This is an optimization exercise on Yosys and OpenROAD, whose aim is small area and a short achievable clock period, not a production implementation. Function was checked by simulation only, so behaviour that the tests miss may differ from the original. Power and IR drop assume default switching activity.

Design icache_assoc_prefetch, start of the top module:
module icache_assoc_prefetch #(
    parameter int NUM_SETS       = 16,
    parameter int NUM_WAYS       = 2,
    parameter int PREFETCH_DEPTH = 4,
    parameter int NUM_MSHR       = 4
) (
    input  logic        clock,
    input  logic        reset,
    input  logic        squash,
    input  logic [3:0]  Imem2proc_response,
    input  logic [63:0] Imem2proc_data,
    input  logic [3:0]  Imem2proc_tag,
    input  logic [31:0] proc2Icache_addr,
    input  logic        early_branch_valid,
    input  logic [12:0] early_branch_target,
    output logic [1:0]  proc2Imem_command,
    output logic [31:0] proc2Imem_addr,
    output logic [63:0] Icache_data_out,
    output logic        Icache_valid_out
);
For scale: roughly 2,500 flip-flops, about 220 I/O pins.
==> flow/config.mk <==
export PLATFORM = sky130hd
export DESIGN_NAME = icache_assoc_prefetch
export DESIGN_NICKNAME = icache_assoc_prefetch
export VERILOG_FILES = /design/flow/design.v
export SDC_FILE = /design/flow/constraint.sdc
export NUM_CORES = 4
export LEC_CHECK = 0
export CAP_MARGIN = 30
export CORE_ASPECT_RATIO = 1.6
export CORE_MARGIN = 2
export CORE_UTILIZATION = 65
export CTS_BUF_LIST = sky130_fd_sc_hd__clkbuf_8
export CTS_CLUSTER_DIAMETER = 60
export CTS_CLUSTER_SIZE = 16
export SETUP_SLACK_MARGIN = 5
export SLEW_MARGIN = 40
==> flow/constraint.sdc <==
create_clock -name core_clock -period 12.5 [get_ports {clock}]
set_input_delay 2.5000 -clock core_clock [delete_from_list [all_inputs] [get_ports {clock}]]
set_output_delay 2.5000 -clock core_clock [all_outputs]
set_load 0.01 [all_outputs]
run.sh (not shown) runs the stock make flow with config.mk's settings and CLKGATE_MAP_FILE= SYNTH_SCRIPT=/design/flow/synth_recipe.tcl, a recipe that flattens the netlist after the stock synthesis.
The first run completed with no timing, DRC or antenna violations.
Then changed:
--- a/flow/config.mk
+++ b/flow/config.mk
@@ -9 +8,0 @@
-export CORE_ASPECT_RATIO = 1.6
=>
- die area barely changes
- wire length fell by a few percent
- final area fell slightly
- clock skew rose by 0.023 ns
Then changed:
--- a/flow/config.mk
+++ b/flow/config.mk
@@ -8 +8 @@
-export CAP_MARGIN = 30
+export CAP_MARGIN = 20
@@ -10 +10 @@
-export CORE_UTILIZATION = 65
+export CORE_UTILIZATION = 55
@@ -15 +15 @@
-export SLEW_MARGIN = 40
+export SLEW_MARGIN = 20
=> Power rises by about 0.37%. Non-clock buffer count grows by 11. Clock power stays flat. Worst setup slack gets better by 0.030 ns. Count of clock-buffer cells in the layout went up by 1. Utilization decreases by 11 points. Critical path depth rose by 1. Die area increases by about 18%. Sequential power hardly moves.
Then changed:
--- a/flow/config.mk
+++ b/flow/config.mk
@@ -10 +10 @@
-export CORE_UTILIZATION = 55
+export CORE_UTILIZATION = 65
- The changed run ran to the end with violations: max-slew violations
- design area fell by 0.80%
- clock-buffer cell count rose by 1
- cell count fell by 4.6%
- fmax rose by 0.34%

========
The RTL this note starts from:
==> flow/design.v <==
module icache_assoc_prefetch #(
    parameter int NUM_SETS       = 16,
    parameter int NUM_WAYS       = 2,
    parameter int PREFETCH_DEPTH = 4,
    parameter int NUM_MSHR       = 4
) (
    input  logic        clock,
    input  logic        reset,
    input  logic        squash,
    input  logic [3:0]  Imem2proc_response,
    input  logic [63:0] Imem2proc_data,
    input  logic [3:0]  Imem2proc_tag,
    input  logic [31:0] proc2Icache_addr,
    input  logic        early_branch_valid,
    input  logic [12:0] early_branch_target,
    output logic [1:0]  proc2Imem_command,
    output logic [31:0] proc2Imem_addr,
    output logic [63:0] Icache_data_out,
    output logic        Icache_valid_out
);
    logic [15:0]  st_x, st_y;
    logic [8:0]   tag0_q [16];
    logic [8:0]   tag1_q [16];
    logic [63:0]  data0_q [16];
    logic [63:0]  data1_q [16];
    logic [3:0]   mv_q;
    logic [12:0]  mba_q  [4];
    logic [3:0]   mtag_q [4];
    logic [12:0]  last_ba_q;
    logic [12:0]  ba;
    logic [3:0]   idx;
    logic [8:0]   tg;
    logic [15:0]  v0, v1;
    logic [15:0]  dec;
    assign ba  = proc2Icache_addr[15:3];
    assign idx = ba[3:0];
    assign tg  = ba[12:4];
    assign v1  = st_x;
    assign v0  = st_x | st_y;
    always_comb
        for (int s = 0; s < 16; s++) dec[s] = (idx == 4'(s));
    logic [8:0]  rt0, rt1;
    logic        rv0, rv1;
    logic [63:0] rd0, rd1;
    logic        hw0, hw1, dem_hit;
    always_comb begin
        rt0 = '0; rt1 = '0; rv0 = 1'b0; rv1 = 1'b0; rd0 = '0; rd1 = '0;
        for (int s = 0; s < 16; s++) begin
            rt0 = rt0 | ({9{dec[s]}} & tag0_q[s]);
            rt1 = rt1 | ({9{dec[s]}} & tag1_q[s]);
            rv0 = rv0 | (dec[s] & v0[s]);
            rv1 = rv1 | (dec[s] & v1[s]);
            rd0 = rd0 | ({64{dec[s]}} & data0_q[s]);
            rd1 = rd1 | ({64{dec[s]}} & data1_q[s]);
        end
    end
    assign hw0     = rv0 && (rt0 == tg);
    assign hw1     = rv1 && (rt1 == tg);
    assign dem_hit = hw0 | hw1;
    logic        ebv;
    logic [8:0]  pt, pt1;
    logic [15:0] hp;
    logic [2:0]  hp1;
    logic [3:0]  ci [4];
    logic [15:0] dci [4];
    logic [3:0]  pres, inm;
    assign ebv = early_branch_valid;
    assign pt  = ebv ? early_branch_target[12:4] : tg;
    assign pt1 = pt + 9'd1;
    always_comb begin
        for (int s = 0; s < 16; s++)
            hp[s]  = (v0[s] && tag0_q[s] == pt)  || (v1[s] && tag1_q[s] == pt);
        for (int s = 0; s < 3; s++)
            hp1[s] = (v0[s] && tag0_q[s] == pt1) || (v1[s] && tag1_q[s] == pt1);
    end
    always_comb begin
        for (int k = 1; k < 4; k++) begin
            ci[k] = ebv ? early_branch_target[3:0] + 4'(k - 1) : idx + 4'(k);
            for (int s = 0; s < 16; s++) dci[k][s] = (ci[k] == 4'(s));
        end
        ci[0] = idx; dci[0] = dec;
    end
    always_comb begin
        pres = '0;
        for (int k = 1; k < 4; k++)
            for (int s = 0; s < 16; s++)
                if (s < 3) begin
                    if (dci[k][s] && (( ebv && s < k - 1) || (!ebv && s < k)) && hp1[s]) pres[k] = 1'b1;
                    if (dci[k][s] && !(( ebv && s < k - 1) || (!ebv && s < k)) && hp[s]) pres[k] = 1'b1;
                end else begin
                    if (dci[k][s] && hp[s]) pres[k] = 1'b1;
                end
    end
    always_comb begin
        inm = '0;
        for (int m = 0; m < 4; m++) begin
            if (mv_q[m] && mba_q[m] == ba) inm[0] = 1'b1;
            for (int k = 1; k < 4; k++)
                if (mv_q[m] && mba_q[m][3:0] == ci[k] &&
                    mba_q[m][12:4] == (((ebv && mba_q[m][3:0] < 4'(k - 1)) ||
                                        (!ebv && mba_q[m][3:0] < 4'(k))) ? pt1 : pt))
                    inm[k] = 1'b1;
        end
    end
    logic [3:0]  cov;
    logic [12:0] c1, c2, c3;
    assign cov[0] = dem_hit | inm[0];
    assign cov[1] = pres[1] | inm[1];
    assign cov[2] = pres[2] | inm[2];
    assign cov[3] = pres[3] | inm[3];
    assign c1 = ebv ? early_branch_target           : ba + 13'd1;
    assign c2 = ebv ? early_branch_target + 13'd1   : ba + 13'd2;
    assign c3 = ebv ? early_branch_target + 13'd2   : ba + 13'd3;
    logic [12:0] sel_ba;
    always_comb begin
        if (!cov[0])      sel_ba = ba;
        else if (!cov[1]) sel_ba = c1;
        else if (!cov[2]) sel_ba = c2;
        else              sel_ba = c3;
    end
    logic       free_found;
    logic [3:0] free_oh;
    assign free_found = ~&mv_q;
    assign free_oh[0] = ~mv_q[0];
    assign free_oh[1] = mv_q[0] & ~mv_q[1];
    assign free_oh[2] = &mv_q[1:0] & ~mv_q[2];
    assign free_oh[3] = &mv_q[2:0] & ~mv_q[3];
    logic issue, alloc;
    assign issue = ~&cov && free_found && (ba == last_ba_q);
    assign alloc = issue && (Imem2proc_response != 4'd0);
    assign proc2Imem_command = {1'b0, issue};
    assign proc2Imem_addr    = {16'b0, sel_ba, 3'b0};
    assign Icache_valid_out  = dem_hit;
    assign Icache_data_out   = hw1 ? rd1 : rd0;
    logic [3:0]  fh;
    logic [15:0] fset;
    logic [8:0]  fill_tag;
    always_comb begin
        fset = '0;
        fill_tag = '0;
        for (int m = 0; m < 4; m++) begin
            fh[m] = mv_q[m] && (mtag_q[m] == Imem2proc_tag);
            fill_tag = fill_tag | ({9{fh[m]}} & mba_q[m][12:4]);
            for (int s = 0; s < 16; s++)
                if (fh[m] && mba_q[m][3:0] == 4'(s)) fset[s] = 1'b1;
        end
    end
    logic [15:0] we0, we1;
    assign we1 = fset & st_y;
    assign we0 = fset & ~st_y;
    always_ff @(posedge clock or posedge reset) begin
        if (reset) begin
            st_x      <= '0;
            st_y      <= '0;
            mv_q      <= '0;
            last_ba_q <= '1;
        end else begin
            last_ba_q <= squash ? 13'h1fff : ba;
            for (int s = 0; s < 16; s++) begin
                if (fset[s]) begin
                    st_x[s] <= st_x[s] | st_y[s];
                    st_y[s] <= ~st_y[s];
                end else if (dec[s] && dem_hit) begin
                    st_y[s] <= ~hw1;
                end
            end
            for (int m = 0; m < 4; m++)
                mv_q[m] <= (mv_q[m] & ~fh[m]) | (alloc & free_oh[m]);
        end
    end
    always_ff @(posedge clock) begin
        for (int m = 0; m < 4; m++)
            if (alloc && free_oh[m]) begin
                mba_q[m]  <= sel_ba;
                mtag_q[m] <= Imem2proc_response;
            end
        for (int s = 0; s < 16; s++) begin
            if (we0[s]) begin
                tag0_q[s]  <= fill_tag;
                data0_q[s] <= Imem2proc_data;
            end
            if (we1[s]) begin
                tag1_q[s]  <= fill_tag;
                data1_q[s] <= Imem2proc_data;
            end
        end
    end
endmodule
Settings: LEC_CHECK=0, CAP_MARGIN=20, CORE_MARGIN=2, CORE_UTILIZATION=80, CTS_BUF_LIST=sky130_fd_sc_hd__clkbuf_8, CTS_CLUSTER_DIAMETER=60, CTS_CLUSTER_SIZE=16, SETUP_SLACK_MARGIN=5, SLEW_MARGIN=20; clock period 12.5 ns.
The first run stopped in 5_1_grt (GRT-0232).
Then changed:
Settings changed: CORE_UTILIZATION 80 to 40.
With this change the flow completed with no timing, DRC or antenna violations.
Synthesized cell count is unchanged.
Area after synthesis is unchanged.
Then changed:
Settings changed: CORE_UTILIZATION 40 to 65.
Effect: The changed run completed without violations; sequential power barely changes; global-route usage rose by 17 points; sequential cell count does not change; first-iteration DRC count climbs by 12%; cell count went down by about 12%; critical path depth is lower by 3.

## port drivers added, routing unchanged
Ports are ideal in the flow. The routed layouts listed here were re-timed in OpenROAD. Step 1: set_driving_cell puts a clkbuf_16 on clock and a buf_2 on each other input, an assumption about the parent block. Step 2 also shifts input and output timing later by t, the mid clock arrival at the registers, as if the neighbouring blocks saw the same clock. Slacks: ideal / step 1 / step 2; pairs: ideal / step 1.
| run | shift t [ns] | setup WS [ns] | worst data-port slew with drivers (ns) |
|---|---|---|---|
| the first run of note 1 | 1.048 | 3.262 / 3.044 / 3.044 | 0.31 |
| the second run of note 1 | 1.059 | 3.535 / 3.192 / 3.192 | 0.39 |
| the third run of note 1 | 1.071 | 3.565 / 3.275 / 3.275 | 0.29 |
| the fourth run of note 1 | 1.048 | 3.595 / 3.304 / 3.304 | 0.36 |
| the second run of note 2 | 1.078 | 3.289 / 3.220 / 3.220 | 0.35 |
| the third run of note 2 | 1.075 | 3.380 / 3.211 / 3.211 | 0.24 |
For the second run of note 1, which loses most, drivers alone change the setup slack by -0.343 ns; drivers and shift together by -0.343 ns.
